Source: an optimization exercise on an open RTL-to-GDS flow (aim: small area and a short achievable clock period). Production flows keep margins and buffers that such runs may drop.
In this exercise RTL edits were held to simulation tests only and were not proved equivalent to the original.
Power is estimated from default activity; no workload was simulated.

==> design.v <==
`timescale 1ns/1ps
module lane_reorder
(
	input  logic                                             main_clk,
	input  logic                                             arst_n_i,
	input  logic [4*4*8-1:0] raw_i,
	output logic [4*4*8-1:0] ordered_d,   
	output logic [4*4*8-1:0] ordered_o
);
	localparam int SW = 8;
	localparam int CW = 4 * 8;   
	localparam int LW = 2 * 8;   
	always_comb
	begin
		for (int c = 0; c < 4; c++)
			for (int m = 0; m < 2; m++)
			begin
				ordered_d[c*CW + (2*m)*SW   +: SW] = raw_i[c*CW +      m*SW +: SW];
				ordered_d[c*CW + (2*m+1)*SW +: SW] = raw_i[c*CW + LW + m*SW +: SW];
			end
	end
	always_ff @(posedge main_clk or negedge arst_n_i)
	begin
		if (!arst_n_i)
			ordered_o <= '0;
		else
			ordered_o <= ordered_d;   
	end
endmodule
`timescale 1ns/1ps
module sample_convert
(
	input  logic                                             main_clk,
	input  logic                                             arst_n_i,
	input  logic [4*4*8-1:0] ordered_i,
	output logic [4*4*8-1:0] signed_o
);
	localparam int SW = 8;
	logic [4*4*SW-1:0] signed_d;
	always_comb
	begin
		for (int i = 0; i < 4*4; i++)
			signed_d[i*SW +: SW] = ordered_i[i*SW +: SW] ^ {1'b1, {(SW-1){1'b0}}};
	end
	always_ff @(posedge main_clk or negedge arst_n_i)
	begin
		if (!arst_n_i)
			signed_o <= '0;
		else
			signed_o <= signed_d;
	end
endmodule
`timescale 1ns/1ps
module peak_detect
(
	input  logic                                             main_clk,
	input  logic                                             arst_n_i,
	input  logic [4*4*8-1:0] ordered_d,   
	input  logic [4*4*8-1:0] ordered_i,   
	input  logic                                             restart_i,   
	output logic [4*2*8-1:0]         peak_o       
);
	localparam int SW = 8;
	localparam int NS = 4;
	localparam int CW = NS * SW;
	localparam int NC = 4;
	logic [NS-1:0] lt_d [NC][NS];
	logic [NS-1:0] lt_q [NC][NS];
	logic [NS-1:0] lt_pair [NC][NS];
	for (genvar c = 0; c < NC; c++)
	begin : g_core
		for (genvar i = 0; i < NS; i++)
		begin : g_i
			for (genvar j = 0; j < NS; j++)
			begin : g_j
				if (i < j)
				begin : g_cmp
					peak_lt u_lt
					(
						.a_i  (ordered_d[c*CW + i*SW +: SW]),
						.b_i  (ordered_d[c*CW + j*SW +: SW]),
						.lt_o (lt_pair[c][i][j])
					);
				end
				else
				begin : g_none
					assign lt_pair[c][i][j] = 1'b0;
				end
			end
		end
	end
	always_comb
	begin
		for (int c = 0; c < NC; c++)
			for (int i = 0; i < NS; i++)
				for (int j = 0; j < NS; j++)
					lt_d[c][i][j] = (i < j) && lt_pair[c][i][j];
	end
	always_ff @(posedge main_clk or negedge arst_n_i)
	begin
		if (!arst_n_i)
		begin
			for (int c = 0; c < NC; c++)
				for (int i = 0; i < NS; i++)
					lt_q[c][i] <= '0;
		end
		else
		begin
			for (int c = 0; c < NC; c++)
				for (int i = 0; i < NS; i++)
					lt_q[c][i] <= lt_d[c][i];
		end
	end
	logic [SW-1:0] word_max [NC];   
	logic [SW-1:0] word_min [NC];
	always_comb
	begin
		for (int c = 0; c < NC; c++)
		begin
			logic [NS-1:0] max_sel;
			logic [NS-1:0] min_sel;
			for (int i = 0; i < NS; i++)
			begin
				max_sel[i] = 1'b1;
				min_sel[i] = 1'b1;
				for (int j = 0; j < NS; j++)
				begin
					if (j > i)
					begin
						max_sel[i] = max_sel[i] & !lt_q[c][i][j];
						min_sel[i] = min_sel[i] &  lt_q[c][i][j];
					end
					else if (j < i)
					begin
						max_sel[i] = max_sel[i] &  lt_q[c][j][i];
						min_sel[i] = min_sel[i] & !lt_q[c][j][i];
					end
				end
			end
			word_max[c] = '0;
			word_min[c] = '0;
			for (int i = 0; i < NS; i++)
			begin
				word_max[c] = word_max[c] | (ordered_i[c*CW + i*SW +: SW] & {SW{max_sel[i]}});
				word_min[c] = word_min[c] | (ordered_i[c*CW + i*SW +: SW] & {SW{min_sel[i]}});
			end
		end
	end
	logic [NC-1:0] max_up;   
	logic [NC-1:0] min_dn;   
	for (genvar c = 0; c < NC; c++)
	begin : g_run
		peak_lt u_max (.a_i(peak_o[c*2*SW + SW +: SW]), .b_i(word_max[c]), .lt_o(max_up[c]));
		peak_lt u_min (.a_i(word_min[c]), .b_i(peak_o[c*2*SW +: SW]), .lt_o(min_dn[c]));
	end
	always_ff @(posedge main_clk or negedge arst_n_i)
	begin
		if (!arst_n_i)
		begin
			for (int c = 0; c < NC; c++)
			begin
				peak_o[c*2*SW + SW +: SW] <= '0;
				peak_o[c*2*SW      +: SW] <= '1;   
			end
		end
		else
		begin
			for (int c = 0; c < NC; c++)
			begin
				if (restart_i || max_up[c])
					peak_o[c*2*SW + SW +: SW] <= word_max[c];
				if (restart_i || min_dn[c])
					peak_o[c*2*SW +: SW] <= word_min[c];
			end
		end
	end
endmodule
module peak_lt
(
	input  logic [8-1:0] a_i,
	input  logic [8-1:0] b_i,
	output logic                     lt_o
);
	logic [7:0] below;       
	logic [7:0] not_above;   
	logic [3:0] l1, k1;
	logic [1:0] l2, k2;
	assign below     = ~a_i & b_i;
	assign not_above = ~(a_i & ~b_i);
	for (genvar j = 0; j < 4; j++)
	begin : g_l1
		assign l1[j] = below[2*j+1] | (not_above[2*j+1] & below[2*j]);
		assign k1[j] = not_above[2*j+1] & not_above[2*j];
	end
	for (genvar j = 0; j < 2; j++)
	begin : g_l2
		assign l2[j] = l1[2*j+1] | (k1[2*j+1] & l1[2*j]);
		assign k2[j] = k1[2*j+1] & k1[2*j];
	end
	assign lt_o = l2[1] | (k2[1] & l2[0]);
endmodule
`timescale 1ns/1ps
module snap_buffer
(
	input  logic                                             main_clk,
	input  logic                                             arst_n_i,
	input  logic [4*4*8-1:0] word_i,    
	input  logic                                             start_i,   
	input  logic                                             clear_i,   
	input  logic [8-1:0]                          addr_i,
	output logic                                             ready_o,
	output logic [8-1:0]                         data_o
);
	localparam int SW         = 8;
	localparam int CW         = 4 * 8;
	localparam int WW         = 4 * CW;
	localparam int DEPTH      = 16;
	localparam int WR_CNT_W   = $clog2(16);
	localparam int LINE_SEL_W = $clog2(4 * 4);
	logic                       capturing;
	logic [WR_CNT_W-1:0]        cnt;       
	logic [DEPTH*WW-1:0]        ring;      
	logic [WR_CNT_W-1:0]        cnt_d;
	logic                       wr_early;
	assign cnt_d = (!capturing && start_i) ? '0 : WR_CNT_W'(cnt + 1'b1);
	assign wr_early = capturing ? (cnt != WR_CNT_W'(DEPTH-1)) : (start_i || !ready_o);
	always_ff @(posedge main_clk or negedge arst_n_i)
	begin
		if (!arst_n_i)
		begin
			capturing <= 1'b0;
			cnt       <= '0;
			ready_o   <= 1'b0;
		end
		else
		begin
			cnt <= cnt_d;
			if (clear_i)
			begin
				capturing <= 1'b0;
				ready_o   <= 1'b0;
			end
			else if (!capturing)
			begin
				if (start_i)
				begin
					capturing <= 1'b1;
					ready_o   <= 1'b0;
				end
			end
			else if (cnt == WR_CNT_W'(DEPTH-1))
			begin
				capturing <= 1'b0;
				ready_o   <= 1'b1;   
			end
		end
	end
	always_ff @(posedge main_clk)
	begin
		ring <= {ring[(DEPTH-1)*WW-1:0], wr_early ? word_i : ring[(DEPTH-1)*WW +: WW]};
	end
	localparam int NBYTE = WW / SW;   
	logic [DEPTH-1:0]           cnt_sum [WR_CNT_W];   
	logic [WR_CNT_W-1:0]        stage_entry [DEPTH];
	always_ff @(posedge main_clk or negedge arst_n_i)
	begin
		if (!arst_n_i)
		begin
			for (int i = 0; i < WR_CNT_W; i++)
				cnt_sum[i] <= '0;
		end
		else
		begin
			for (int i = 0; i < WR_CNT_W; i++)
				for (int c = 0; c < (1 << i); c++)
				begin
					logic [WR_CNT_W-1:0] sum;
					sum = WR_CNT_W'(cnt_d + WR_CNT_W'(c));
					cnt_sum[i][c] <= sum[i];
				end
		end
	end
	always_comb
	begin
		for (int s = 0; s < DEPTH; s++)
			for (int i = 0; i < WR_CNT_W; i++)
			begin
				logic [WR_CNT_W-1:0] c;
				c = WR_CNT_W'(DEPTH-s);
				stage_entry[s][i] = cnt_sum[i][c % (1 << i)] ^ c[i];
			end
	end
	logic [WR_CNT_W-1:0]        rd_word;
	logic [LINE_SEL_W-1:0]      rd_byte;
	logic [DEPTH-1:0]           stage_sel;
	logic [NBYTE-1:0]           byte_sel;
	logic [SW-1:0]              rd_data;
	assign rd_byte = addr_i[LINE_SEL_W-1:0];
	assign rd_word = addr_i[LINE_SEL_W +: WR_CNT_W];
	always_comb
	begin
		for (int b = 0; b < NBYTE; b++)
			byte_sel[b] = (rd_byte == LINE_SEL_W'(b));
	end
	for (genvar s = 0; s < DEPTH; s++)
	begin : g_stage
		snap_nib_eq u_eq (.a_i(rd_word), .b_i(stage_entry[s]), .eq_o(stage_sel[s]));
	end
	for (genvar k = 0; k < SW; k++)
	begin : g_bit
		logic [2*NBYTE-1:0] part;   
		for (genvar b = 0; b < NBYTE; b++)
		begin : g_lane
			logic [DEPTH-1:0] lane_bits;
			for (genvar st = 0; st < DEPTH; st++)
			begin : g_st
				assign lane_bits[st] = ring[st*WW + b*SW + k];
			end
			snap_stage_or u_stage (.d_i(lane_bits), .sel_i(stage_sel), .part_o(part[2*b +: 2]));
		end
		snap_byte_or u_byte (.part_i(part), .sel_i(byte_sel), .y_o(rd_data[k]));
	end
	always_ff @(posedge main_clk or negedge arst_n_i)
	begin
		if (!arst_n_i)
			data_o <= '0;
		else
			data_o <= rd_data ^ {1'b1, {(SW-1){1'b0}}};   
	end
endmodule
module snap_stage_or
(
	input  logic [15:0] d_i,
	input  logic [15:0] sel_i,
	output logic [1:0]  part_o
);
	assign part_o[0] = |(d_i[7:0]  & sel_i[7:0]);
	assign part_o[1] = |(d_i[15:8] & sel_i[15:8]);
endmodule
module snap_byte_or
(
	input  logic [31:0] part_i,
	input  logic [15:0] sel_i,
	output logic        y_o
);
	logic [15:0] hit;
	always_comb
	begin
		for (int b = 0; b < 16; b++)
			hit[b] = sel_i[b] & (part_i[2*b] | part_i[2*b+1]);
	end
	assign y_o = |hit;
endmodule
module snap_nib_eq
(
	input  logic [3:0] a_i,
	input  logic [3:0] b_i,
	output logic       eq_o
);
	assign eq_o = (a_i == b_i);
endmodule
`timescale 1ns/1ps
module adc_capture_top
(
	input  logic                      main_clk,
	input  logic                      arst_n_i,
	input  logic [127:0]              adc_raw_i,
	input  logic                      peak_rst_i,     
	input  logic                      snap_start_i,
	input  logic                      snap_rst_i,
	input  logic [7:0]                snap_addr_i,
	output logic [127:0]              adc_data_o,     
	output logic [63:0]               adc_peak_o,     
	output logic                      snap_ready_o,
	output logic [7:0]                snap_data_o
);
	logic [127:0] ordered_word;
	logic [127:0] ordered_next;   
	lane_reorder u_lane_reorder
	(
		.main_clk  (main_clk),
		.arst_n_i  (arst_n_i),
		.raw_i     (adc_raw_i),
		.ordered_d (ordered_next),
		.ordered_o (ordered_word)
	);
	sample_convert u_sample_convert
	(
		.main_clk  (main_clk),
		.arst_n_i  (arst_n_i),
		.ordered_i (ordered_word),
		.signed_o  (adc_data_o)
	);
	peak_detect u_peak_detect
	(
		.main_clk  (main_clk),
		.arst_n_i  (arst_n_i),
		.ordered_d (ordered_next),
		.ordered_i (ordered_word),
		.restart_i (peak_rst_i),
		.peak_o    (adc_peak_o)
	);
	snap_buffer u_snap_buffer
	(
		.main_clk (main_clk),
		.arst_n_i (arst_n_i),
		.word_i   (ordered_word),
		.start_i  (snap_start_i),
		.clear_i  (snap_rst_i),
		.addr_i   (snap_addr_i),
		.ready_o  (snap_ready_o),
		.data_o   (snap_data_o)
	);
endmodule
==> run.sh <==
#!/bin/bash
# synth_recipe.tcl (not shown) runs the flow's synth.tcl, then flattens the netlist and writes it again
# the make line also repeats each setting of config.mk as NAME=value (left out here)
make -C /OpenROAD-flow-scripts/flow DESIGN_CONFIG=/design/flow/config.mk WORK_HOME=/design/flow/orfs CLKGATE_MAP_FILE= SYNTH_SCRIPT=/design/flow/synth_recipe.tcl finish
==> config.mk <==
export PLATFORM = sky130hd
export DESIGN_NAME = adc_capture_top
export DESIGN_NICKNAME = adc_capture_top
export VERILOG_FILES = /design/flow/design.v
export SDC_FILE = /design/flow/constraint.sdc
export NUM_CORES = 4
export LEC_CHECK = 0
export CAP_MARGIN = 20
export CORE_MARGIN = 2
export CORE_UTILIZATION = 40
export CTS_CLUSTER_DIAMETER = 70
export CTS_CLUSTER_SIZE = 24
export SETUP_SLACK_MARGIN = 3.8
export SLEW_MARGIN = 20
export SYNTH_HIERARCHICAL = 1
==> constraint.sdc <==
create_clock -name core_clock -period 6.6 [get_ports {main_clk}]
set_input_delay 1.3200 -clock core_clock [delete_from_list [all_inputs] [get_ports {main_clk}]]
set_output_delay 1.3200 -clock core_clock [all_outputs]
set_load 0.01 [all_outputs]
==> results of run 1 <==
-- modules after synthesis (local to each module, per instance), excerpt --
| module | cells inside | times used |
|---|---|---|
| peak_detect | 544 | 1 |
| snap_byte_or | 21 | 8 |
| sample_convert | 144 | 1 |
| snap_stage_or | 10 | 128 |
| lane_reorder | 256 | 1 |
| snap_buffer | 2303 | 1 |
| snap_nib_eq | 5 | 16 |
| peak_lt | 19 | 32 |
-- metal layers --
metal  up-vias  GRT usage, %  part of all wire, %
li1      21090             -                    -
met1     24180         32.39                   43
met2      1900         38.34                   46
met3       392         4.113                  6.7
met4         6         8.287                  3.7
met5         -             0                0.017
-- how the worst max path moves through the flow --
stage	startpoint	end	slack, ns	cells after the start
2_1_floorplan	snap_addr_i[6]	u_snap_buffer.data_o[7]	1.12	8
3_3_place_gp	snap_addr_i[4]	u_snap_buffer.data_o[0]	1.28	11
3_5_place_dp	snap_addr_i[4]	u_snap_buffer.data_o[1]	1.24	10
4_1_cts	snap_addr_i[4]	u_snap_buffer.data_o[5]	3.51	11
5_1_grt	u_snap_buffer.cnt[0]	u_snap_buffer.data_o[2]	3.34	14
6_report	snap_addr_i[4]	u_snap_buffer.data_o[2]	3.37	12
-- cells by family (layout without fill, tap and decap cells) --
kind of cell,Yosys count,count (layout)
adder cells (fa/ha/maj),97,97
AO/OA/AOI/OAI,1482,1482
AND/OR/NAND/NOR,752,760
XOR/XNOR,73,73
multiplexers,130,130
flip-flops,2417,2417
buffers and inverters,432,1100
other,0,6
-- final cells by class --
cell class | instances | area [sq um]
antenna | 6 | 15.01
clock buffer | 160 | 3587
clock inverter | 43 | 558.0
fill | 15560 | 92330
inverter | 256 | 964.7
multi-input combinational | 2542 | 20780
sequential | 2417 | 50320
tap | 2355 | 2947
timing repair buffer | 641 | 6913
-- stage by stage --
step                      utilization (%)  instances  hold WS [ns]  setup WS (ns)
after floorplan                         -       5383        0.3316          1.117
after global placement              43.86       8016        0.3319          1.277
after detailed placement            43.86       8016        0.3355          1.244
after CTS                           47.48       8337        0.3273          3.513
after global routing                48.25       8417        0.3329          3.342
final                               48.25       8420        0.3295          3.374
-- power by group --
group | internal (mW) | total (mW) | switching (mW)
Sequential | 15.7 | 16.6 | 0.842
Clock | 4.03 | 8.99 | 4.96
Combinational | 2.92 | 6.96 | 4.04
-- what timing repair did --
item | 4_1_cts | 5_1_grt
hold endpoints to repair | 0 | 0
resized for setup | 1011 | 210
endpoints found under the setup margin | 273 | 132
gates cloned | 26 | 11
buffers inserted | 92 | 66
pin swaps | 73 | 119
-- layout by cell type (no fill, tap or decap), types with 65 or more instances in the layout --
cell             count
nand3_1             65
dfxtp_1           2048
inv_1              252
mux2_4             111
o21ai_2             90
nand2_1            131
dfrtp_1            300
clkdlybuf4s50_1    134
buf_4              173
maj3_2              96
nand2b_1            70
clkbuf_16          147
a22oi_1           1038
buf_6               78
nor2_1              93
nand4_1            288
-- state kept, by name (all words and copies together), names as in the netlist --
| name | count |
|---|---|
| u_snap_buffer.ready_o | 1 |
| u_snap_buffer.capturing | 1 |
| u_snap_buffer.data_o | 8 |
| u_peak_detect.lt_q | 24 |
| u_peak_detect.peak_o | 64 |
| u_snap_buffer.cnt_sum | 12 |
| u_snap_buffer.ring | 2048 |
| u_sample_convert.signed_o | 128 |
| u_lane_reorder.ordered_o | 128 |
| u_snap_buffer.cnt | 3 |
-- cell usage after synthesis (all sizes together), types with 9 or more instances --
master   instances  share of area, %
xor2            67              0.82
nand4          288               2.5
maj3            96               1.5
nor2           113              0.59
nor3            16              0.21
dfstp           32               1.2
a222oi          32              0.45
buf            168               1.9
a22oi         1088                11
dfxtp         2048                57
nand2          133              0.70
nor3b            9              0.22
nand3           65              0.45
a211oi          33              0.34
nor4            17              0.29
inv            256               1.3
nand2b          72              0.63
o2bb2ai         32              0.39
mux2           130               2.6
a41oi           64               1.3
o21ai          196               1.6
and3            10             0.094
a21oi           34              0.24
dfrtp          337                12
-- worst max-delay path, stage by stage --
cell and delay, ns:
buf_16 0.14, buf_4 0.16, xor2_4 0.17, nor4_4 0.07, buf_6 0.18, buf_4 0.21
buf_6 0.18, a22oi_1 0.15, nand4_1 0.20, o21ai_2 0.30, nand4_1 0.22, or4_1 0.57
==> qor.txt, run 1 <==
Post-Synth Simple-Gate Area - 5.981%
CP Max Fanout - 15
Final Hold Violating Endpoints - 0
Routed len/inst - 27.06 microns
Clock slew seen by the registers of the worst setup and hold paths - 0.09 ns
Max-Cap Viols - 0
Post-Route WL - 227800 microns
Row Count - 155
Initial DRC Count - 4729
Vias in the first global route - 47.07k
Async set-or-reset flop fraction in the synthesized netlist - 15.27%
Hold_sp - u_snap_buffer.ring[1448]
Power per cell area - 377.7 mW/mm^2
Synth Area in Compound Gates - 15.69%
H-tree levels - 4
Num CTS Buffers - 133
RR Startpoint - u_snap_buffer.cnt[0]
Die area - 0.1830 sq mm
Largest net degree at the start of global routing - 105
Slew at the pin closest to its max-slew limit - 1.126 ns
Ports - 342
Gate Count Post-Synth - 5383
Synthesized Nets - 5525
Slew margin rel. - 24.67%
Cell Area, Synth - 0.07182 sq mm
Detailed placement HPWL - 139700 microns
Core Area - 0.1784 sq mm
Yosys warning count - 25
Post-synthesis sequential area ratio - 70.00%
CTS Buffer Depth - 3
Final ANT Viol Nets - 0
Worst skew pair latency - 0.82 ns
Worst-case reg-to-reg path depth - 13
Crit end category - flop
Drt drc - 0
Design Power - 32.52 mW
Hold Path Class - flop to flop
Chip Width - 427.7 microns
Synth Area in Adders - 1.523%
Clock Skew - 0.03121 ns
Internal reg-to-reg setup slack - 3.39 ns
Status - no timing/DRC/antenna violations
Final setup fails - 0
Height of the die - 427.7 microns
Layout area overhead - 19.88%
Vias - 47.56k
Worst Hold Endpoint - u_snap_buffer.ring[1576]
First-pass GRT wire length - 322600 microns
Share of cells above drive strength 1 - 21.26%
Number of enable flip-flop cells after synthesis - 0
Nets@finish - 6133
CP required - 7.29 ns
Setup TNS - 0 ns
Post-synthesis xor/xnor area fraction - 0.8902%
Clk root buf - clkbuf_16
DP Area - 0.07826 sq mm
VDD IR max - 230.4 uV
DRT Pass-1 Iters - 8
Top FF cell, synth - dfxtp_1
R2r endpoint - u_snap_buffer.data_o[4]
Startpoint Class - input pin
Largest family of logic cells by synthesized area - compound AO/OA/AOI/OAI gates
I/O Buffers - 341
RSZ-0062 raised after global routing - true
Design Area, Final - 0.08609 sq mm
Synth cell types - 47
Hold-fix buffers, CTS - 0
GRT Residual Overflow - 0
Initial Util - 40.25%
Fmax - 0.3099 GHz
Post-Syn Area per Cell - 13.34 sq um
Register bit total from synthesis - 2417
Routability cong. - 0.8412
Static leakage - 33.92 nW
Num Clock Sinks - 2417
GRT Util Overall - 23.83%
Multiplexer share of the synthesized area - 2.618%
Vias per cell - 5.649
Worst Setup Path Type - input pin to flop
Pins Over Slew Limit - 0
Initial antenna violation count - 17
Final Critical Period - 3.226 ns
Final worst-path cycle share - 48.88%
Crit path DAT - 3.92 ns
Hold path depth - 0
CTS tree - yes
==> inputs of run 2 (changes only) <==
--- a/design.v
+++ b/design.v
@@ -294,7 +294,7 @@
 	logic [LINE_SEL_W-1:0]      rd_byte;
 	logic [DEPTH-1:0]           stage_sel;
 	logic [NBYTE-1:0]           byte_sel;
-	logic [SW-1:0]              rd_data;
+	logic [SW-1:0]              rd_data_n;
 	assign rd_byte = addr_i[LINE_SEL_W-1:0];
 	assign rd_word = addr_i[LINE_SEL_W +: WR_CNT_W];
 	always_comb
@@ -318,14 +318,14 @@
 			end
 			snap_stage_or u_stage (.d_i(lane_bits), .sel_i(stage_sel), .part_o(part[2*b +: 2]));
 		end
-		snap_byte_or u_byte (.part_i(part), .sel_i(byte_sel), .y_o(rd_data[k]));
+		snap_byte_or u_byte (.part_i(part), .sel_i(byte_sel), .y_n_o(rd_data_n[k]));
 	end
 	always_ff @(posedge main_clk or negedge arst_n_i)
 	begin
 		if (!arst_n_i)
 			data_o <= '0;
 		else
-			data_o <= rd_data ^ {1'b1, {(SW-1){1'b0}}};   
+			data_o <= ~rd_data_n ^ {1'b1, {(SW-1){1'b0}}};   
 	end
 endmodule
 module snap_stage_or
@@ -341,7 +341,7 @@
 (
 	input  logic [31:0] part_i,
 	input  logic [15:0] sel_i,
-	output logic        y_o
+	output logic        y_n_o
 );
 	logic [15:0] hit;
 	always_comb
@@ -349,7 +349,7 @@
 		for (int b = 0; b < 16; b++)
 			hit[b] = sel_i[b] & (part_i[2*b] | part_i[2*b+1]);
 	end
-	assign y_o = |hit;
+	assign y_n_o = ~|hit;
 endmodule
 module snap_nib_eq
 (
==> run 2 against run 1 <==
  * Still clean on timing, DRC and antenna
  * Total power increased by 1.8%
  * Wire length increased by 1.9%
  * Fmax increased by 6.9%
  * Synthesized area about the same
  * Clock-buffer cell count decreased by 5
  * Critical path depth increased by 2
  * Clock power increased by 3.1%
  * Sequential power about the same
  * Non-clock buffer count increased by 13
  * Sequential share of layout area decreased by 0.63 points
  * Setup slack improved by 0.21 ns
  * Final area increased by 1.1%
  * Largest cell class unchanged
==> qor.txt, run 2 <==
Status - no timing/DRC/antenna violations
Crit path largest cell delay - 0.32 ns (-0.25 ns)
Top cell type's share of synthesized area - 57.10% (about the same)
Vias per cell - 5.686 (+0.66%)
Internal Power - 22.96 mW (+1.2%)
Vias - 47.97k (+0.86%)
Top reg by flops - u_snap_buffer.ring
Crit end category - flop
Synthesized Nets - 5523 (-0.036%)
Internal reg-to-reg setup slack - 3.60 ns (+0.21 ns)
Worst Setup Path Type - input pin to flop
Ports - 342 (unchanged)
Share of cells above drive strength 1 - 21.71% (+0.45 points)
Largest net degree at the start of global routing - 137 (+30%)
Most frequent cell after synthesis - dfxtp_1
Final setup fails - 0 (unchanged)
Switching part of the total - 30.62% (+0.36 points)
Die area - 0.1829 sq mm (about the same)
Max-Cap Viols - 0 (unchanged)
CTS Buffer Depth - 3 (unchanged)
Num Clock Sinks - 2417 (unchanged)
Worst Path Buf+Inv - 7 (+2)
Cell Area, Synth - 0.07180 sq mm (about the same)
Hold-fix buffers, CTS - 0 (unchanged)
Yosys warning count - 25 (unchanged)
Final Critical Period - 3.019 ns (-0.2071 ns)
Static leakage - 34.20 nW (+0.80%)
Post-synthesis sequential area ratio - 70.02% (about the same)
Synth cell types - 47 (unchanged)
Row Count - 155 (unchanged)
Synth Area in Adders - 1.523% (about the same)
Net Switching - 10.13 mW (+3.0%)
Hold Path Class - flop to flop
Ranking of synthesized cells by area - dfxtp_1 (57%), dfrtp_1 (12%), a22oi_1 (11%), nand4_1 (2.5%), mux2_4 (2.1%)
Setup crit end - u_snap_buffer.data_o[0]
Num CTS Buffers - 134 (+0.75%)
Startpoint Class - input pin
CTS tree - yes
Commonest non-fill, non-tap cells in the layout - dfxtp_1 (2048), a22oi_1 (1052), dfrtp_1 (310), nand4_1 (288), inv_1 (258)
Post-Syn Area per Cell - 13.34 sq um (about the same)
CP Max Fanout - 20 (+5)
Largest family of logic cells by synthesized area - compound AO/OA/AOI/OAI gates
Slew margin rel. - 30.72% (+6.1 points)
Initial Util - 40.24% (about the same)
Setup TNS - 0 ns (unchanged)
Clock slew seen by the registers of the worst setup and hold paths - 0.10 ns (about the same)
Nets@finish - 6148 (+0.24%)
Crit path top cell by count - buf_12
Critical path cell sequence - buf_8, buf_12, xor2_4, nor4_4, buf_6, buf_4, buf_12, buf_12, a22oi_2, nand4_1, o21ai_4, nand4_1, nor4_2, inv_1
Post-synth top area cell - dfxtp_1
RR Startpoint - u_snap_buffer.cnt[0]
Clk root buf - clkbuf_16
First-pass GRT wire length - 330500 microns (+2.5%)
Pins Over Slew Limit - 0 (unchanged)
Chip Width - 427.7 microns (about the same)
Crit path DAT - 3.74 ns (-0.18 ns)
Final ANT Viol Nets - 0 (unchanged)
H-tree levels - 4 (unchanged)
Clock Skew - 0.03470 ns (+0.003487 ns)
Combinational Power Share - 22.0% (+0.6 points)
Top Registers - u_snap_buffer.ring: 2048 flops, u_lane_reorder.ordered_o: 128 flops, u_sample_convert.signed_o: 128 flops
Top FF cell, synth - dfxtp_1
Largest register FFs - 2048 (unchanged)
R2r endpoint - u_snap_buffer.data_o[0]
Height of the die - 427.7 microns (about the same)
CP required - 7.32 ns (+0.03 ns)
Worst skew pair latency - 0.82 ns (about the same)
RSZ-0062 raised after global routing - true
Async set-or-reset flop fraction in the synthesized netlist - 15.27% (unchanged)
Post-Route WL - 232200 microns (+1.9%)
Slew at the pin closest to its max-slew limit - 1.039 ns (-0.08719 ns)
Gate Count Post-Synth - 5381 (-0.037%)
DRT Pass-1 Iters - 8 (unchanged)
Post-synthesis xor/xnor area fraction - 0.9149% (+0.025 points)
Synth Area in Compound Gates - 15.67% (-0.021 points)
Routed len/inst - 27.52 microns (+1.7%)
Routability cong. - 0.8639 (+2.7%)
Register bit total from synthesis - 2417 (unchanged)
Post-Synth Simple-Gate Area - 6.005% (+0.024 points)
Worst path slowest cell - o21ai_4
Most common cell after layout, fill and taps aside - dfxtp_1
Multiplexer share of the synthesized area - 2.563% (-0.055 points)
Clock share of power - 28.0% (+0.4 points)
Number of enable flip-flop cells after synthesis - 0 (unchanged)
GRT Util Overall - 24.52% (+0.69 points)
Design Area, Final - 0.08701 sq mm (+1.1%)
Commonest cells post-synth - dfxtp_1 (2048), a22oi_1 (1088), dfrtp_1 (337), nand4_1 (288), inv_1 (262)
Initial DRC Count - 5257 (+11%)
DP Area - 0.07824 sq mm (about the same)
Final Hold Violating Endpoints - 0 (unchanged)
Initial antenna violation count - 11 (-6)
GRT Residual Overflow - 0 (unchanged)
Final worst-path cycle share - 45.75% (-3.1 points)
VDD IR max - 240.4 uV (+4.3%)
Critical path's top delay family - buffers and inverters
Reg power frac - 50.0% (-1.0 points)
Core Area - 0.1784 sq mm (unchanged)
Vias in the first global route - 47.89k (+1.7%)
WP depth - 14 (+2)
Crit. Startpoint - snap_addr_i[7]
Power per cell area - 380.4 mW/mm^2 (+0.69%)
Detailed placement HPWL - 137000 microns (-2.0%)
Layout area overhead - 21.18%
I/O Buffers - 341 (unchanged)
Worst-case reg-to-reg path depth - 14 (+1)
Drt drc - 0 (unchanged)
Fmax - 0.3312 GHz (+6.9%)
-- run 2: changes by cell type after synthesis, moves of 3 or more --
cell / before / now
nor2_1: 113 / 110
inv_1: 256 / 262
mux2_2: 19 / 27
nor4_2: 16 / 24
nand2_1: 133 / 136
mux2_4: 111 / 101
or4_1: 8 / 0
o21ai_0: 84 / 97
o21ai_1: 72 / 56
-- run 2: metal layers --
| metal | share of wire (%) | track usage, % |
|---|---|---|
| met1 | 43 | 33.27 |
| met3 | 7.6 | 4.525 |
| met2 | 46 | 39.10 |
| met5 | 0.016 | 0 |
| met4 | 4.2 | 8.953 |
-- run 2: per-stage QoR --
stage          power, mW  setup WS, ns  hold WS (ns)  std cells  util, %
2_1_floorplan      19.96         1.164        0.3316       5381        -
3_3_place_gp       22.32         1.510        0.3327       8011    43.85
3_5_place_dp       22.38         1.527        0.3355       8011    43.85
4_1_cts            32.67         3.640        0.3357       8375    48.12
5_1_grt            34.27         3.528        0.3402       8432    48.76
6_report           33.09         3.581        0.3264       8436    48.77
-- run 2: worst min path at each step --
stage | end | cells after the start | slack (ns) | from
5_1_grt | u_snap_buffer.ring[1793] | 0 | 0.34 | u_snap_buffer.ring[1665]
3_3_place_gp | u_snap_buffer.ring[1821] | 0 | 0.33 | u_snap_buffer.ring[1693]
6_report | u_snap_buffer.ring[137] | 0 | 0.33 | u_snap_buffer.ring[9]
3_5_place_dp | u_snap_buffer.ring[1711] | 0 | 0.34 | u_snap_buffer.ring[1583]
4_1_cts | u_snap_buffer.ring[1793] | 0 | 0.34 | u_snap_buffer.ring[1665]
2_1_floorplan | u_snap_buffer.ring[1000] | 0 | 0.33 | u_snap_buffer.ring[872]
-- run 2: worst reg2reg max path, delay by kind of cell (launching register included) --
kind            cells  cell delay [ns]
xor+xnor            1             0.17
compound gates      2             0.48
buf+inv             7             1.05
flops               1             0.52
simple gates        4             0.69
-- run 2: cells by family after synthesis --
| logic type | count (synthesis) |
|---|---|
| AO/OA/AOI/OAI | 1478 |
| XOR/XNOR | 75 |
| AND/OR/NAND/NOR | 748 |
| adder cells (fa/ha/maj) | 97 |
| buffers and inverters | 436 |
| flip-flops | 2417 |
| multiplexers | 130 |
-- run 2: what timing repair did --
action                                  in CTS  in global routing
cloned                                      40                  7
endpoints found under the hold margin        0                  0
endpoints found under the setup margin     370                120
pin swaps                                  129                 88
buffers inserted                           118                 49
resized for setup                         1110                166
-- run 2: power by group through the flow --
stage | Combinational, mW | Sequential [mW] | Clock (mW)
after floorplan | 3.32 | 16.6 | 0
after global placement | 5.47 | 16.8 | 0
after detailed placement | 5.53 | 16.9 | 0
after CTS | 6.76 | 16.5 | 9.40
after global routing | 7.68 | 16.6 | 9.96
final | 7.29 | 16.5 | 9.27
-- run 2: cell type report --
| cell class | instances | area, sq um |
|---|---|---|
| Fill cell | 15460 | 91410 |
| Sequential cell | 2417 | 50310 |
| Multi-Input combinational cell | 2537 | 21090 |
| Timing Repair Buffer | 654 | 7326 |
| Clock buffer | 155 | 3526 |
| Tap cell | 2355 | 2947 |
| Inverter | 262 | 998.5 |
| Clock inverter | 51 | 800.8 |
| Antenna cell | 5 | 12.51 |
-- run 2: per-module statistics from Yosys, one instance, submodules excluded, excerpt --
module / flops+latches / area [sq um] / cells
snap_stage_or: 0 / 72.57 / 10
snap_buffer: 2073 / 44180 / 2301
lane_reorder: 128 / 4164 / 256
sample_convert: 128 / 3263 / 144
snap_byte_or: 0 / 121.4 / 21
snap_nib_eq: 0 / 47.55 / 5
peak_lt: 0 / 121.4 / 19
peak_detect: 88 / 5291 / 544
==> inputs of run 3 (changes only) <==
--- a/config.mk
+++ b/config.mk
@@ -7,7 +7,7 @@
 export LEC_CHECK = 0
 export CAP_MARGIN = 20
 export CORE_MARGIN = 2
-export CORE_UTILIZATION = 40
+export CORE_UTILIZATION = 52
 export CTS_CLUSTER_DIAMETER = 70
 export CTS_CLUSTER_SIZE = 24
 export SETUP_SLACK_MARGIN = 3.8
==> run 3 against run 2 <==
  * Sequential share of layout area rose by 1.4 points
  * Critical path depth shrank 3
  * Utilization rose by 13 points
  * Die area shrank 23%
  * Critical path type unchanged
  * First-iteration DRC count fell by 0.76%
  * Fmax down 4.2%
  * Sequential power barely moved
  * Clock skew is 0.0063 ns higher
==> qor.txt, run 3 <==
Final Critical Period - 3.152 ns (+0.1330 ns)
VDD IR max - 263.7 uV (+9.7%)
Setup TNS - 0 ns (unchanged)
Die area - 0.1411 sq mm (-23%)
Num Clock Sinks - 2417 (unchanged)
Post-Route WL - 223200 microns (-3.9%)
Core Area - 0.1373 sq mm (-23%)
Cell Area, Synth - 0.07180 sq mm (unchanged)
Most frequent cell after synthesis - dfxtp_1
Post-synth top area cell - dfxtp_1
H-tree levels - 3 (-1)
CTS Buffer Depth - 3 (unchanged)
Initial antenna violation count - 9 (-2)
Fmax - 0.3172 GHz (-4.2%)
Power per cell area - 374.6 mW/mm^2 (-1.5%)
CP required - 7.25 ns (-0.07 ns)
Design Power - 31.81 mW (-3.9%)
Final Hold Violating Endpoints - 0 (unchanged)
Height of the die - 375.6 microns (-12%)
DRT Pass-1 Iters - 8 (unchanged)
Post-Syn Area per Cell - 13.34 sq um (unchanged)
Commonest non-fill, non-tap cells in the layout - dfxtp_1 (2048), a22oi_1 (1048), dfrtp_1 (311), nand4_1 (288), inv_1 (259)
Routability cong. - 0.8659 (+0.23%)
GRT Residual Overflow - 0 (unchanged)
Top FF cell, synth - dfxtp_1
Drt drc - 0 (unchanged)
Number of enable flip-flop cells after synthesis - 0 (unchanged)
Slew margin rel. - 31.46% (+0.74 points)
Register bit total from synthesis - 2417 (unchanged)
Crit end category - flop
Initial Util - 52.29% (+12 points)
Num CTS Buffers - 120 (-10%)
Final worst-path cycle share - 47.76% (+2.0 points)
R2r endpoint - u_snap_buffer.data_o[2]
Startpoint Class - input pin
I/O Buffers - 341 (unchanged)
Switching part of the total - 30.22% (-0.40 points)
Nets@finish - 6102 (-0.75%)
Status - no timing/DRC/antenna violations
Hold_sp - u_snap_buffer.ring[1681]
Vias - 47.54k (-0.89%)
Commonest cells post-synth - dfxtp_1 (2048), a22oi_1 (1088), dfrtp_1 (337), nand4_1 (288), inv_1 (262)
Worst Hold Endpoint - u_snap_buffer.ring[1809]
Hold path depth - 0 (unchanged)
Slew at the pin closest to its max-slew limit - 1.028 ns (-0.01105 ns)
Hold-fix buffers, CTS - 0 (unchanged)
Max-Cap Viols - 0 (unchanged)
Worst Setup Path Type - input pin to flop
Final setup fails - 0 (unchanged)
Crit path DAT - 3.80 ns (+0.06 ns)
Ranking of synthesized cells by area - dfxtp_1 (57%), dfrtp_1 (12%), a22oi_1 (11%), nand4_1 (2.5%), mux2_4 (2.1%)
Most common cell after layout, fill and taps aside - dfxtp_1
Crit. Startpoint - snap_addr_i[4]
Top cell type's share of synthesized area - 57.10% (unchanged)
Yosys warning count - 25 (unchanged)
Worst path slowest cell - o21ai_1
Vias per cell - 6.079 (+6.9%)
Initial DRC Count - 5217 (-0.76%)
Ports - 342 (unchanged)
Routed len/inst - 28.54 microns (+3.7%)
Post-synthesis sequential area ratio - 70.02% (unchanged)
Final ANT Viol Nets - 0 (unchanged)
Top Registers - u_snap_buffer.ring: 2048 flops, u_lane_reorder.ordered_o: 128 flops, u_sample_convert.signed_o: 128 flops
Clock Skew - 0.04097 ns (+0.006275 ns)
CP Max Fanout - 37 (+85%)
Share of cells above drive strength 1 - 19.07% (-2.6 points)
RSZ-0062 raised after global routing - true
CTS tree - yes
Pins Over Slew Limit - 0 (unchanged)
Internal reg-to-reg setup slack - 3.51 ns (-0.09 ns)
Worst-case reg-to-reg path depth - 12 (-2)
Crit path top cell by count - nand4_1
Row Count - 136 (-12%)
Critical path's top delay family - simple AND/OR/NAND/NOR gates
Worst skew pair latency - 0.77 ns (-0.05 ns)
Critical path cell sequence - buf_16, xor2_2, nor4_4, buf_12, buf_8, a22oi_1, nand4_1, o21ai_1, nand4_1, nor4_2, inv_1
Detailed placement HPWL - 139400 microns (+1.8%)
Layout area overhead - 18.27%
Reg power frac - 51.9% (+1.9 points)
Top reg by flops - u_snap_buffer.ring
Synth cell types - 47 (unchanged)
Hold Path Class - flop to flop
Vias in the first global route - 47.10k (-1.6%)
Combinational Power Share - 21.9% (about the same)
Worst Path Buf+Inv - 4 (-3)
Static leakage - 33.64 nW (-1.6%)
Async set-or-reset flop fraction in the synthesized netlist - 15.27% (unchanged)
RR Startpoint - u_snap_buffer.cnt[0]
Net Switching - 9.614 mW (-5.1%)
Clk root buf - clkbuf_16
Chip Width - 375.6 microns (-12%)
Largest register FFs - 2048 (unchanged)
GRT Util Overall - 30.90% (+6.4 points)
Clock share of power - 26.2% (-1.8 points)
First-pass GRT wire length - 323200 microns (-2.2%)
Internal Power - 22.20 mW (-3.3%)
Clock slew seen by the registers of the worst setup and hold paths - 0.10 ns (about the same)
Largest net degree at the start of global routing - 138 (+0.73%)
Gate Count Post-Synth - 5381 (unchanged)
Synthesized Nets - 5523 (unchanged)
Crit path largest cell delay - 0.39 ns (+0.07 ns)
==> run 3: cell counts after synthesis <==
Identical to the previous run, type by type.
==> run 3: layer usage <==
metal	share of wire (%)	global-route usage, %	up-vias
li1	-	-	20990
met1	45	44.89	24300
met2	45	47.69	1957
met3	7.8	5.815	294
met4	2.3	7.767	8
met5	0.026	0	-
==> run 3: worst max-delay path by stage <==
stage,to,depth (start not counted)
after CTS,u_snap_buffer.data_o[1],11
final,u_snap_buffer.data_o[3],11
after detailed placement,u_snap_buffer.data_o[1],11
after global routing,u_snap_buffer.data_o[0],12
after global placement,u_snap_buffer.data_o[6],11
after floorplan,u_snap_buffer.data_o[7],7
==> run 3: timing repair <==
action	CTS	global route
pin swaps	113	88
endpoints found under the setup margin	368	82
gates cloned	27	5
resized for setup	834	113
buffers inserted	108	25
==> run 3: layout make-up <==
cell class / count / area, sq um
antenna: 1 / 2.502
clock buffer: 158 / 3227
clock inverter: 30 / 395.4
fill: 10560 / 52410
inverter: 262 / 991.0
multi-input combinational: 2537 / 20860
sequential: 2417 / 50310
tap: 1794 / 2245
timing repair buffer: 622 / 6887
==> run 3: metrics by stage <==
step           hold slack [ns]  setup WS [ns]  cell area [sq um]  cells  utilization, %
6_report                0.3295          3.448              84920   7821           61.84
5_1_grt                 0.3232          3.452              84910   7820           61.84
4_1_cts                 0.3362          3.583              84250   7790           61.35
3_5_place_dp            0.3355          1.215              77630   7467           56.53
3_3_place_gp            0.3322          1.161              77620   7466           56.53
2_1_floorplan           0.3316          1.164              71950   5381               -
==> run 3: power by group through the flow <==
stage / Combinational (mW) / Sequential [mW] / Clock [mW]
floorplan: 3.32 / 16.6 / 0
global placement: 5.54 / 16.8 / 0
detailed placement: 5.60 / 16.8 / 0
CTS: 6.65 / 16.5 / 8.43
global route: 7.36 / 16.6 / 8.98
finish: 6.97 / 16.5 / 8.32
==> run 3: cells by family after synthesis <==
| kind of cell | Yosys count | synth area share (%) |
|---|---|---|
| AO/OA/AOI/OAI | 1478 | 15.67 |
| XOR/XNOR | 75 | 0.9149 |
| adder cells (fa/ha/maj) | 97 | 1.523 |
| buffers and inverters | 436 | 3.306 |
| flip-flops | 2417 | 70.02 |
| multiplexers | 130 | 2.563 |
| AND/OR/NAND/NOR | 748 | 6.005 |
==> run 3: modules after synthesis (local to each module, per instance), a selection <==
module / cells inside / flops+latches / area (sq um) / times used
snap_buffer: 2301 / 2073 / 44180 / 1
snap_byte_or: 21 / 0 / 121.4 / 8
peak_lt: 19 / 0 / 121.4 / 32
snap_nib_eq: 5 / 0 / 47.55 / 16
sample_convert: 144 / 128 / 3263 / 1
snap_stage_or: 10 / 0 / 72.57 / 128
lane_reorder: 256 / 128 / 4164 / 1
peak_detect: 544 / 88 / 5291 / 1
==> inputs of run 4 (changes only) <==
--- a/design.v
+++ b/design.v
@@ -308,17 +308,17 @@
 	end
 	for (genvar k = 0; k < SW; k++)
 	begin : g_bit
-		logic [2*NBYTE-1:0] part;   
-		for (genvar b = 0; b < NBYTE; b++)
-		begin : g_lane
-			logic [DEPTH-1:0] lane_bits;
-			for (genvar st = 0; st < DEPTH; st++)
-			begin : g_st
-				assign lane_bits[st] = ring[st*WW + b*SW + k];
+		logic [2*DEPTH-1:0] part;   
+		for (genvar st = 0; st < DEPTH; st++)
+		begin : g_st
+			logic [NBYTE-1:0] stage_bits;
+			for (genvar b = 0; b < NBYTE; b++)
+			begin : g_lane
+				assign stage_bits[b] = ring[st*WW + b*SW + k];
 			end
-			snap_stage_or u_stage (.d_i(lane_bits), .sel_i(stage_sel), .part_o(part[2*b +: 2]));
+			snap_sel_or u_lanes (.d_i(stage_bits), .sel_i(byte_sel), .part_o(part[2*st +: 2]));
 		end
-		snap_byte_or u_byte (.part_i(part), .sel_i(byte_sel), .y_n_o(rd_data_n[k]));
+		snap_sel_nor u_stages (.part_i(part), .sel_i(stage_sel), .y_n_o(rd_data_n[k]));
 	end
 	always_ff @(posedge main_clk or negedge arst_n_i)
 	begin
@@ -328,7 +328,7 @@
 			data_o <= ~rd_data_n ^ {1'b1, {(SW-1){1'b0}}};   
 	end
 endmodule
-module snap_stage_or
+module snap_sel_or
 (
 	input  logic [15:0] d_i,
 	input  logic [15:0] sel_i,
@@ -337,7 +337,7 @@
 	assign part_o[0] = |(d_i[7:0]  & sel_i[7:0]);
 	assign part_o[1] = |(d_i[15:8] & sel_i[15:8]);
 endmodule
-module snap_byte_or
+module snap_sel_nor
 (
 	input  logic [31:0] part_i,
 	input  logic [15:0] sel_i,
--- a/config.mk
+++ b/config.mk
@@ -7,7 +7,7 @@
 export LEC_CHECK = 0
 export CAP_MARGIN = 20
 export CORE_MARGIN = 2
-export CORE_UTILIZATION = 52
+export CORE_UTILIZATION = 40
 export CTS_CLUSTER_DIAMETER = 70
 export CTS_CLUSTER_SIZE = 24
 export SETUP_SLACK_MARGIN = 3.8
==> run 4 against run 3 <==
  * Still clean
  * Clock power up 7.8%
  * Synthesized cell count is the same
  * Register-to-register slack improved by 0.34 ns
  * Setup slack better by 0.18 ns
  * Sequential share of layout area increased by 0.83 points
  * Sequential power about the same
  * Clock skew rose by 0.0012 ns
  * Final area shrank 1.4%
  * Flip-flop and latch count is the same
  * Non-clock buffer count decreased by 68
  * Combinational power down 46%
  * Global-route usage fell by 8.5 points
  * Largest power group unchanged
==> qor.txt, run 4 <==
Status - no timing/DRC/antenna violations
Post-synth top area cell - dfxtp_1
Top Registers - u_snap_buffer.ring: 2048 flops, u_lane_reorder.ordered_o: 128 flops, u_sample_convert.signed_o: 128 flops
RSZ-0062 raised after global routing - true
Final setup fails - 0 (unchanged)
R2r endpoint - u_peak_detect.peak_o[61]
Setup ws final - 3.632 ns (+0.1846 ns)
Power per cell area - 349.8 mW/mm^2 (-6.6%)
Core Area - 0.1784 sq mm (+30%)
Setup TNS - 0 ns (unchanged)
Hold_sp - u_snap_buffer.ring[1146]
Most common cell after layout, fill and taps aside - dfxtp_1
Vias in the first global route - 46.58k (-1.1%)
Crit path DAT - 3.65 ns (-0.15 ns)
Initial DRC Count - 4226 (-19%)
Clk root buf - clkbuf_16
Most frequent cell after synthesis - dfxtp_1
Number of enable flip-flop cells after synthesis - 0 (unchanged)
CTS tree - yes
Chip Width - 427.7 microns (+14%)
Detailed placement HPWL - 137400 microns (-1.4%)
H-tree levels - 4 (+1)
Height of the die - 427.7 microns (+14%)
Slew margin rel. - 31.42% (-0.038 points)
Drt drc - 0 (unchanged)
Internal reg-to-reg setup slack - 3.85 ns (+0.34 ns)
Post-Route WL - 214200 microns (-4.0%)
Clock slew seen by the registers of the worst setup and hold paths - 0.09 ns (about the same)
Worst Hold Endpoint - u_snap_buffer.ring[1274]
CP required - 7.29 ns (+0.04 ns)
Worst slack, placed - 1.731 ns (+0.5159 ns)
Initial Util - 40.24% (-12 points)
Num Clock Sinks - 2417 (unchanged)
CP Max Fanout - 128 (+250%)
Ports - 342 (unchanged)
Post-Syn Area per Cell - 13.34 sq um (unchanged)
Commonest non-fill, non-tap cells in the layout - dfxtp_1 (2048), a22oi_1 (1014), dfrtp_1 (305), nand4_1 (288), inv_1 (262)
Top FF cell, synth - dfxtp_1
Largest net degree at the start of global routing - 163 (+18%)
Layout area overhead - 16.64%
Vias per cell - 5.529 (-9.0%)
Yosys warning count - 25 (unchanged)
Final worst-path cycle share - 44.96% (-2.8 points)
Register bit total from synthesis - 2417 (unchanged)
CTS Buffer Depth - 3 (unchanged)
DRT Pass-1 Iters - 6 (-2)
Ranking of synthesized cells by area - dfxtp_1 (57%), dfrtp_1 (12%), a22oi_1 (11%), nand4_1 (2.5%), mux2_4 (2.1%)
Row Count - 155 (+14%)
Worst skew pair latency - 0.82 ns (+0.05 ns)
Gate Count Post-Synth - 5381 (unchanged)
Slew at the pin closest to its max-slew limit - 1.028 ns (-0.0005430 ns)
Synth cell types - 47 (unchanged)
Startpoint Class - input pin
Initial antenna violation count - 12 (+3)
Pins Over Slew Limit - 0 (unchanged)
Fmax - 0.3370 GHz (+6.2%)
Num CTS Buffers - 132 (+10%)
Vias - 46.06k (-3.1%)
Final Hold Violating Endpoints - 0 (unchanged)
Worst-case reg-to-reg path depth - 10 (-2)
Async set-or-reset flop fraction in the synthesized netlist - 15.27% (unchanged)
Static leakage - 33.12 nW (-1.5%)
First-pass GRT wire length - 307800 microns (-4.8%)
# fillers - 15.81k (+50%)
Final ANT Viol Nets - 0 (unchanged)
Max-Cap Viols - 0 (unchanged)
Die area - 0.1829 sq mm (+30%)
I/O Buffers - 341 (unchanged)
Cell Area, Synth - 0.07180 sq mm (unchanged)
Crit end category - flop
Routability cong. - 0.8797 (+1.6%)
Synthesized Nets - 5523 (unchanged)
Hold path depth - 0 (unchanged)
Largest register FFs - 2048 (unchanged)
Clock Skew - 0.04222 ns (+0.001244 ns)
Commonest cells post-synth - dfxtp_1 (2048), a22oi_1 (1088), dfrtp_1 (337), nand4_1 (288), inv_1 (262)
Routed len/inst - 25.71 microns (-9.9%)
GRT Util Overall - 22.43% (-8.5 points)
Top cell type's share of synthesized area - 57.10% (unchanged)
Post-synthesis sequential area ratio - 70.02% (unchanged)
GRT Residual Overflow - 0 (unchanged)
VDD IR max - 198.4 uV (-25%)
Hold Path Class - flop to flop
Worst Setup Path Type - input pin to flop
Nets@finish - 6052 (-0.82%)
RR Startpoint - u_peak_detect.lt_q[12][3]
Top reg by flops - u_snap_buffer.ring
Final Critical Period - 2.968 ns (-0.1846 ns)
Share of cells above drive strength 1 - 19.10% (+0.035 points)
[run 4: cell count changes in the layout (fill, tap and decap cells not counted), sizes merged]
cell / before / now
buf: 318 / 339
nor2: 112 / 118
clkinv: 16 / 20
dlygate4sd2: 96 / 0
clkdlybuf4s15: 62 / 63
inv: 271 / 284
diode: 1 / 3
clkbuf: 162 / 167
bufbuf: 8 / 4
clkinvlp: 3 / 0
[run 4: what timing repair did]
action / CTS / global route
buffers inserted: 85 / 41
gates cloned: 16 / 10
hold buffers: 0 / 0
resized for setup: 855 / 191
pin swaps: 32 / 90
setup endpoints to repair: 372 / 126
[run 4: metal layers]
layer,wire length [microns],GRT usage (%),vias up
met3,10640,3.404,358
met2,104400,38.09,1320
met1,90310,28.68,23470
li1,-,-,20920
met5,14,0,-
met4,8832,8.836,2
[run 4: critical path: stages]
cell	delay, ns
buf_4	0.20
nor4_4	0.08
buf_12	0.21
a22oi_2	0.37
nand4_1	0.38
o21ai_1	0.24
nand4_1	0.14
nor4_2	0.30
inv_1	0.07
[run 4: worst max-delay path by stage]
stage,start,end,slack [ns],cells after the start
2_1_floorplan,snap_addr_i[2],u_snap_buffer.data_o[7],1.42,6
3_3_place_gp,snap_addr_i[1],u_snap_buffer.data_o[0],1.76,10
3_5_place_dp,snap_addr_i[1],u_snap_buffer.data_o[3],1.73,10
4_1_cts,snap_addr_i[1],u_snap_buffer.data_o[3],3.71,11
5_1_grt,u_peak_detect.peak_o[7],adc_peak_o[7],3.72,1
6_report,snap_addr_i[2],u_snap_buffer.data_o[1],3.63,9
[run 4: area by class of cell]
cell class	count	area (sq um)	share of cell area (%)
Antenna cell	3	7.507	0.008964
Clock buffer	153	3477	4.152
Clock inverter	44	675.6	0.8068
Inverter	262	983.4	1.174
Multi-Input combinational cell	2543	20160	24.07
Sequential cell	2417	50310	60.08
Tap cell	2355	2947	3.518
Timing Repair Buffer	554	5186	6.193
[run 4: per-module statistics from Yosys, one instance, submodules excluded, excerpt]
module / times used / flip-flops and latches
lane_reorder: 1 / 128
peak_detect: 1 / 88
peak_lt: 32 / 0
sample_convert: 1 / 128
snap_buffer: 1 / 2073
snap_nib_eq: 16 / 0
snap_sel_nor: 8 / 0
snap_sel_or: 128 / 0
[run 4: logic make-up after synthesis]
logic type / synth area share, %
fa+ha+maj: 1.523
compound gates: 15.67
flops: 70.02
buf+inv: 3.306
xor+xnor: 0.9149
simple gates: 6.005
mux: 2.563
[run 4: report_power, final]
group,switching [mW],leakage [nW],internal [mW],total [mW]
Combinational,2.14,9.56,1.66,3.79
Sequential,0.813,21.5,15.7,16.5
Clock,4.95,2.01,4.02,8.97
[run 4: through the flow]
step	std cells	total power [mW]	util, %	hold slack (ns)	instance area [sq um]
floorplan	5381	18.48	-	0.3311	71910
global placement	7975	20.16	43.60	0.3331	77790
detailed placement	7979	20.22	43.62	0.3355	77830
CTS	8277	29.28	46.45	0.3295	82880
global route	8328	30.35	46.93	0.3369	83740
finish	8331	29.30	46.94	0.3280	83750
==> inputs of run 5 (changes only) <==
--- a/config.mk
+++ b/config.mk
@@ -10,6 +10,6 @@
 export CORE_UTILIZATION = 40
 export CTS_CLUSTER_DIAMETER = 70
 export CTS_CLUSTER_SIZE = 24
-export SETUP_SLACK_MARGIN = 3.8
+export SETUP_SLACK_MARGIN = 3.6
 export SLEW_MARGIN = 20
 export SYNTH_HIERARCHICAL = 1
==> run 5 against run 4 <==
  * Still clean
  * Clock power increased by 2%
  * Setup slack improved by 0.014 ns
  * Register-to-register slack got worse by 0.20 ns
  * Critical path depth increased by 2
  * Synthesized area unchanged
  * Final area decreased by 1.4%
  * Sequential power about the same
  * Hold slack got worse by 0.00053 ns
  * Die area unchanged
  * First-iteration DRC count decreased by 0.85%
  * Critical path type unchanged
  * Critical endpoint is now u_snap_buffer.data_o[0]
  * Largest cell class unchanged
==> qor.txt, run 5 <==
Status - no timing/DRC/antenna violations
Max-Cap Viols - 0 (unchanged)
CTS Buffer Depth - 3 (unchanged)
R2r endpoint - u_peak_detect.peak_o[25]
Detailed placement HPWL - 139300 microns (+1.3%)
CP required - 7.30 ns (about the same)
Initial Util - 40.24% (unchanged)
Largest register FFs - 2048 (unchanged)
Final Instance Count excl. Fillers - 8271 (-0.72%)
Crit path largest cell delay - 0.34 ns (-0.04 ns)
Clock Skew - 0.03609 ns (-0.006122 ns)
GRT Util Overall - 22.09% (-0.34 points)
FF/Latch Area - 0.05028 sq mm (about the same)
Critical path's top delay family - simple AND/OR/NAND/NOR gates
Post-Syn Area per Cell - 13.34 sq um (unchanged)
Synth cell types - 47 (unchanged)
CP Max Fanout - 67 (-48%)
Routability cong. - 0.8563 (-2.7%)
Die area - 0.1829 sq mm (unchanged)
Design Power - 29.02 mW (-0.95%)
Hold Path Class - flop to flop
Async set-or-reset flop fraction in the synthesized netlist - 15.27% (unchanged)
Pins Over Slew Limit - 0 (unchanged)
RR Startpoint - u_peak_detect.lt_q[4][1]
Top Registers - u_snap_buffer.ring: 2048 flops, u_lane_reorder.ordered_o: 128 flops, u_sample_convert.signed_o: 128 flops
Drt drc - 0 (unchanged)
Cell Area, Synth - 0.07180 sq mm (unchanged)
Critical path cell sequence - clkbuf_4, nand2b_4, nor3_4, buf_12, buf_12, a22oi_1, nand4_1, o21ai_0, nand4_1, nor4_2, inv_1
Most frequent cell after synthesis - dfxtp_1
Final setup fails - 0 (unchanged)
Dpl cells - 7990 (+0.14%)
Worst skew pair latency - 0.81 ns (about the same)
CTS tree - yes
Initial antenna violation count - 21 (+9)
Gate Count Post-Synth - 5381 (unchanged)
Vias - 45.27k (-1.7%)
WP depth - 11 (+2)
Routed len/inst - 24.95 microns (-3.0%)
Post-synth top area cell - dfxtp_1
First-pass GRT wire length - 303100 microns (-1.5%)
Startpoint Class - input pin
Layout area overhead - 14.97%
Yosys warning count - 25 (unchanged)
Top FF cell, synth - dfxtp_1
Chip Width - 427.7 microns (unchanged)
Ranking of synthesized cells by area - dfxtp_1 (57%), dfrtp_1 (12%), a22oi_1 (11%), nand4_1 (2.5%), mux2_4 (2.1%)
RSZ-0062 raised after global routing - true
Height of the die - 427.7 microns (unchanged)
Worst path slowest cell - o21ai_0
GRT Residual Overflow - 0 (unchanged)
Most common cell after layout, fill and taps aside - dfxtp_1
Row Count - 155 (unchanged)
Hold_sp - u_snap_buffer.ring[436]
Hold-fix buffers, CTS - 0 (unchanged)
Setup TNS - 0 ns (unchanged)
Post-synthesis sequential area ratio - 70.02% (unchanged)
Fin util - 46.27% (-0.67 points)
H-tree levels - 4 (unchanged)
Slew margin rel. - 23.07% (-8.4 points)
Final ANT Viol Nets - 0 (unchanged)
Vias per cell - 5.473 (-1.0%)
Register bit total from synthesis - 2417 (unchanged)
Clock slew seen by the registers of the worst setup and hold paths - 0.09 ns (about the same)
Synthesized Nets - 5523 (unchanged)
Power per cell area - 351.5 mW/mm^2 (+0.49%)
Post-Route WL - 206400 microns (-3.7%)
Vias in the first global route - 46.32k (-0.55%)
DRT Pass-1 Iters - 6 (unchanged)
Worst slack, placed - 1.832 ns (+0.1007 ns)
Core Area - 0.1784 sq mm (unchanged)
Initial DRC Count - 4190 (-0.85%)
Share of cells above drive strength 1 - 13.92% (-5.2 points)
Final Critical Period - 2.954 ns (-0.01396 ns)
Largest net degree at the start of global routing - 164 (+0.61%)
Setup ws final - 3.646 ns (+0.01396 ns)
# fillers - 16.02k (+1.3%)
Slew at the pin closest to its max-slew limit - 1.150 ns (+0.1228 ns)
Final Hold Violating Endpoints - 0 (unchanged)
Hold path depth - 0 (unchanged)
Nets@finish - 5984 (-1.1%)
Worst Hold Endpoint - u_snap_buffer.ring[564]
Crit end category - flop
Top cell type's share of synthesized area - 57.10% (unchanged)
Commonest non-fill, non-tap cells in the layout - dfxtp_1 (2048), a22oi_1 (1088), dfrtp_1 (332), nand4_1 (288), inv_1 (262)
Worst-case reg-to-reg path depth - 11 (+1)
Commonest cells post-synth - dfxtp_1 (2048), a22oi_1 (1088), dfrtp_1 (337), nand4_1 (288), inv_1 (262)
Worst Path Buf+Inv - 4 (+1)
Num CTS Buffers - 135 (+2.3%)
Top reg by flops - u_snap_buffer.ring
Worst Setup Path Type - input pin to flop
Internal reg-to-reg setup slack - 3.65 ns (-0.20 ns)
VDD IR max - 221.9 uV (+12%)
Static leakage - 32.83 nW (-0.87%)
Final worst-path cycle share - 44.75% (-0.21 points)
I/O Buffers - 341 (unchanged)
Clk root buf - clkbuf_16
Multi-input gate area - 0.01950 sq mm (-3.3%)
Num Clock Sinks - 2417 (unchanged)
Number of enable flip-flop cells after synthesis - 0 (unchanged)
Fmax - 0.3386 GHz (+0.47%)
Crit path DAT - 3.65 ns (about the same)
Ports - 342 (unchanged)
==> run 5: kinds of logic (layout without fill, tap and decap cells) <==
| kind of cell | Yosys count | after routing | synth area share (%) |
|---|---|---|---|
| buf+inv | 436 | 959 | 3.306 |
| compound gates | 1478 | 1478 | 15.67 |
| mux | 130 | 130 | 2.563 |
| other cells | 0 | 4 | 0 |
| xor+xnor | 75 | 75 | 0.9149 |
| fa+ha+maj | 97 | 97 | 1.523 |
| flops | 2417 | 2417 | 70.02 |
| simple gates | 748 | 756 | 6.005 |
==> run 5: report_power, final <==
part	leakage [nW]	switching [mW]	internal, mW
registers	21.6	0.816	15.7
logic	9.17	1.94	1.37
clock network	2.09	5.02	4.15
total	32.8	7.78	21.2
==> run 5: layout make-up <==
cell class	instances	share of cell area, %
flip-flops and latches	2417	60.91
clock inverters	47	0.8564
diodes	4	0.01213
inverters	262	1.191
clock buffers	160	4.385
repair buffers	490	5.455
multi-input cells	2536	23.62
well taps	2355	3.569
==> run 5: what timing repair did <==
item,in CTS,in global routing
setup endpoints to repair,273,101
endpoints found under the hold margin,0,0
gates resized for setup,346,28
buffers inserted,45,17
pin swaps,18,9
cloned,8,0
==> run 5: per-stage QoR <==
stage               hold WS, ns  area [sq um]
floorplan                0.3311         71910
global route             0.3314         82540
detailed placement       0.3355         77890
finish                   0.3274         82550
global placement         0.3328         77880
CTS                      0.3304         82410
==> run 5: worst max-delay path by stage <==
| stage | start | to | slack [ns] |
|---|---|---|---|
| 2_1_floorplan | snap_addr_i[2] | u_snap_buffer.data_o[7] | 1.42 |
| 3_3_place_gp | snap_addr_i[2] | u_snap_buffer.data_o[4] | 1.74 |
| 3_5_place_dp | snap_addr_i[0] | u_snap_buffer.data_o[0] | 1.83 |
| 4_1_cts | snap_addr_i[1] | u_snap_buffer.data_o[0] | 3.56 |
| 5_1_grt | u_peak_detect.lt_q[9][3] | u_peak_detect.peak_o[41] | 3.49 |
| 6_report | snap_addr_i[2] | u_snap_buffer.data_o[0] | 3.65 |
==> run 5: modules after synthesis, one instance, submodules excluded, a selection <==
| module | cells inside | copies in the design | flip-flops and latches | area (sq um) |
|---|---|---|---|---|
| lane_reorder | 256 | 1 | 128 | 4164 |
| peak_detect | 544 | 1 | 88 | 5291 |
| peak_lt | 19 | 32 | 0 | 121.4 |
| sample_convert | 144 | 1 | 128 | 3263 |
| snap_buffer | 2301 | 1 | 2073 | 44180 |
| snap_nib_eq | 5 | 16 | 0 | 47.55 |
| snap_sel_nor | 21 | 8 | 0 | 121.4 |
| snap_sel_or | 10 | 128 | 0 | 72.57 |
==> run 5: routing by layer <==
layer	GRT usage (%)	vias up	wire length, microns
li1	-	20780	-
met1	28.05	22920	86160
met2	38.14	1202	103800
met3	3.266	359	8908
met4	7.959	8	7389
met5	0	-	51
==> inputs of run 6 (changes only) <==
--- a/config.mk
+++ b/config.mk
@@ -8,8 +8,8 @@
 export CAP_MARGIN = 20
 export CORE_MARGIN = 2
 export CORE_UTILIZATION = 40
-export CTS_CLUSTER_DIAMETER = 70
-export CTS_CLUSTER_SIZE = 24
-export SETUP_SLACK_MARGIN = 3.6
+export CTS_CLUSTER_DIAMETER = 76
+export CTS_CLUSTER_SIZE = 28
+export SETUP_SLACK_MARGIN = 3.8
 export SLEW_MARGIN = 20
 export SYNTH_HIERARCHICAL = 1
==> run 6 against run 5 <==
  * Synthesized area did not move
  * Largest cell class unchanged
  * Still clean
  * Die area is the same
  * Wire length grew 3.8%
  * Clock power down 11%
  * Via count grew 1.6%
==> qor.txt, run 6 <==
Status - no timing/DRC/antenna violations
Final Critical Period - 2.964 ns (+0.01057 ns)
Clock slew seen by the registers of the worst setup and hold paths - 0.11 ns (+0.02 ns)
R2r endpoint - u_peak_detect.peak_o[12]
Static leakage - 32.78 nW (-0.14%)
Initial Util - 40.24% (unchanged)
Gate Count Post-Synth - 5381 (unchanged)
Vias in the first global route - 46.48k (+0.35%)
Post-Route WL - 214200 microns (+3.8%)
Critical path cell sequence - buf_4, nor4_4, buf_12, a22oi_1, nand4_1, o21ai_1, nand4_1, nor4_4, inv_1
CP required - 7.30 ns (about the same)
Clk root buf - clkbuf_16
Routability cong. - 0.8797 (+2.7%)
Hold-fix buffers, CTS - 0 (unchanged)
Worst Hold Endpoint - u_snap_buffer.ring[953]
VDD IR max - 217.2 uV (-2.1%)
Top Registers - u_snap_buffer.ring: 2048 flops, u_lane_reorder.ordered_o: 128 flops, u_sample_convert.signed_o: 128 flops
Largest register FFs - 2048 (unchanged)
Slew margin rel. - 36.45% (+13 points)
Ports - 342 (unchanged)
Largest net degree at the start of global routing - 163 (-0.61%)
Fmax - 0.3374 GHz (-0.36%)
Hold Path Class - flop to flop
CTS Buffer Depth - 3 (unchanged)
DP Area - 0.07783 sq mm (about the same)
Hold path depth - 0 (unchanged)
Layout area overhead - 15.64%
Post-synthesis sequential area ratio - 70.02% (unchanged)
Top reg by flops - u_snap_buffer.ring
Synth cell types - 47 (unchanged)
Drt drc - 0 (unchanged)
Most common cell after layout, fill and taps aside - dfxtp_1
CTS tree - yes
Final ANT Viol Nets - 0 (unchanged)
Worst skew pair latency - 0.81 ns (about the same)
Design Area, Final - 0.08303 sq mm (+0.58%)
I/O Buffers - 341 (unchanged)
Crit path largest cell delay - 0.37 ns (+0.03 ns)
Most frequent cell after synthesis - dfxtp_1
Routed len/inst - 25.80 microns (+3.4%)
Clock Skew - 0.05300 ns (+0.01691 ns)
Post-synth top area cell - dfxtp_1
Synthesized Nets - 5523 (unchanged)
Startpoint Class - input pin
Top FF cell, synth - dfxtp_1
Hold slack - 0.3265 ns (-0.0009060 ns)
Initial antenna violation count - 13 (-38%)
First-pass GRT wire length - 307300 microns (+1.4%)
Vias per cell - 5.540 (+1.2%)
run 6: cell counts after synthesis:
No cell type changed its count.
run 6: cells by family (layout without fill, tap and decap cells):
group           after synthesis  count (layout)  synth area share (%)
flops                      2417            2417                 70.02
compound gates             1478            1479                 15.67
simple gates                748             762                 6.005
buf+inv                     436             980                 3.306
mux                         130             130                 2.563
fa+ha+maj                    97              97                 1.523
xor+xnor                     75              75                0.9149
other cells                   0               6                     0
run 6: worst max path at each step:
stage / from / slack [ns] / end / cells after the start
finish: snap_addr_i[2] / 3.64 / u_snap_buffer.data_o[3] / 9
global route: u_peak_detect.lt_q[1][2] / 3.71 / u_peak_detect.peak_o[12] / 12
CTS: snap_addr_i[0] / 3.71 / u_snap_buffer.data_o[3] / 13
detailed placement: snap_addr_i[1] / 1.73 / u_snap_buffer.data_o[3] / 10
global placement: snap_addr_i[1] / 1.76 / u_snap_buffer.data_o[0] / 10
floorplan: snap_addr_i[2] / 1.42 / u_snap_buffer.data_o[7] / 6
run 6: through the flow:
stage,util (%),setup slack (ns)
6_report,46.54,3.636
2_1_floorplan,-,1.417
4_1_cts,46.05,3.706
5_1_grt,46.53,3.710
3_3_place_gp,43.60,1.761
3_5_place_dp,43.62,1.731
run 6: per-module statistics from Yosys (local to each module, per instance), a selection:
module | flip-flops and latches | cells inside | area, sq um | times used
snap_buffer | 2073 | 2301 | 44180 | 1
peak_detect | 88 | 544 | 5291 | 1
lane_reorder | 128 | 256 | 4164 | 1
sample_convert | 128 | 144 | 3263 | 1
peak_lt | 0 | 19 | 121.4 | 32
snap_sel_nor | 0 | 21 | 121.4 | 8
snap_sel_or | 0 | 10 | 72.57 | 128
snap_nib_eq | 0 | 5 | 47.55 | 16
run 6: cell type report:
cell class,instances,area [sq um]
fill,15890,95390
sequential,2417,50310
multi-input combinational,2543,20100
timing repair buffer,550,5161
tap,2355,2947
clock buffer,131,2914
inverter,262,983.4
clock inverter,37,601.8
antenna,6,15.01
run 6: power breakdown:
part	total (mW)	switching (mW)	leakage, nW	internal [mW]
sequential	16.5	0.806	21.5	15.7
clock	8.20	4.83	1.70	3.37
combinational	3.79	2.14	9.53	1.65
total	28.5	7.78	32.8	20.7
run 6: repair_timing:
action,in CTS,in global routing
setup endpoints to repair,372,122
pin swaps,36,93
setup buffers,84,38
gates resized for setup,870,170
cloned,16,10
run 6: per-layer routing:
| metal | wire length [microns] | vias up | track usage (%) |
|---|---|---|---|
| li1 | - | 20870 | - |
| met1 | 90800 | 23430 | 28.68 |
| met4 | 9316 | 2 | 9.012 |
| met2 | 104100 | 1306 | 37.94 |
| met3 | 9946 | 382 | 3.082 |
| met5 | 14 | - | 0 |
run 6: worst register-to-register path: stages (launching register included):
cell and delay [ns]:
dfrtp_2 0.46, nor3b_4 0.35, a22oi_2 0.14, nand3_1 0.13, inv_1 0.05, maj3_2 0.30
maj3_2 0.30, maj3_2 0.33, o21ai_2 0.15, or2_4 0.27, nor2_2 0.06, a41oi_2 0.15

Check on run 6: ideal ports give 3.636 ns setup slack; a clkbuf_16 on the clock port and buf_2 on the inputs give 3.688 ns; moving port delays by the midpoint clock arrival (0.867 ns) as well gives 2.820 ns.
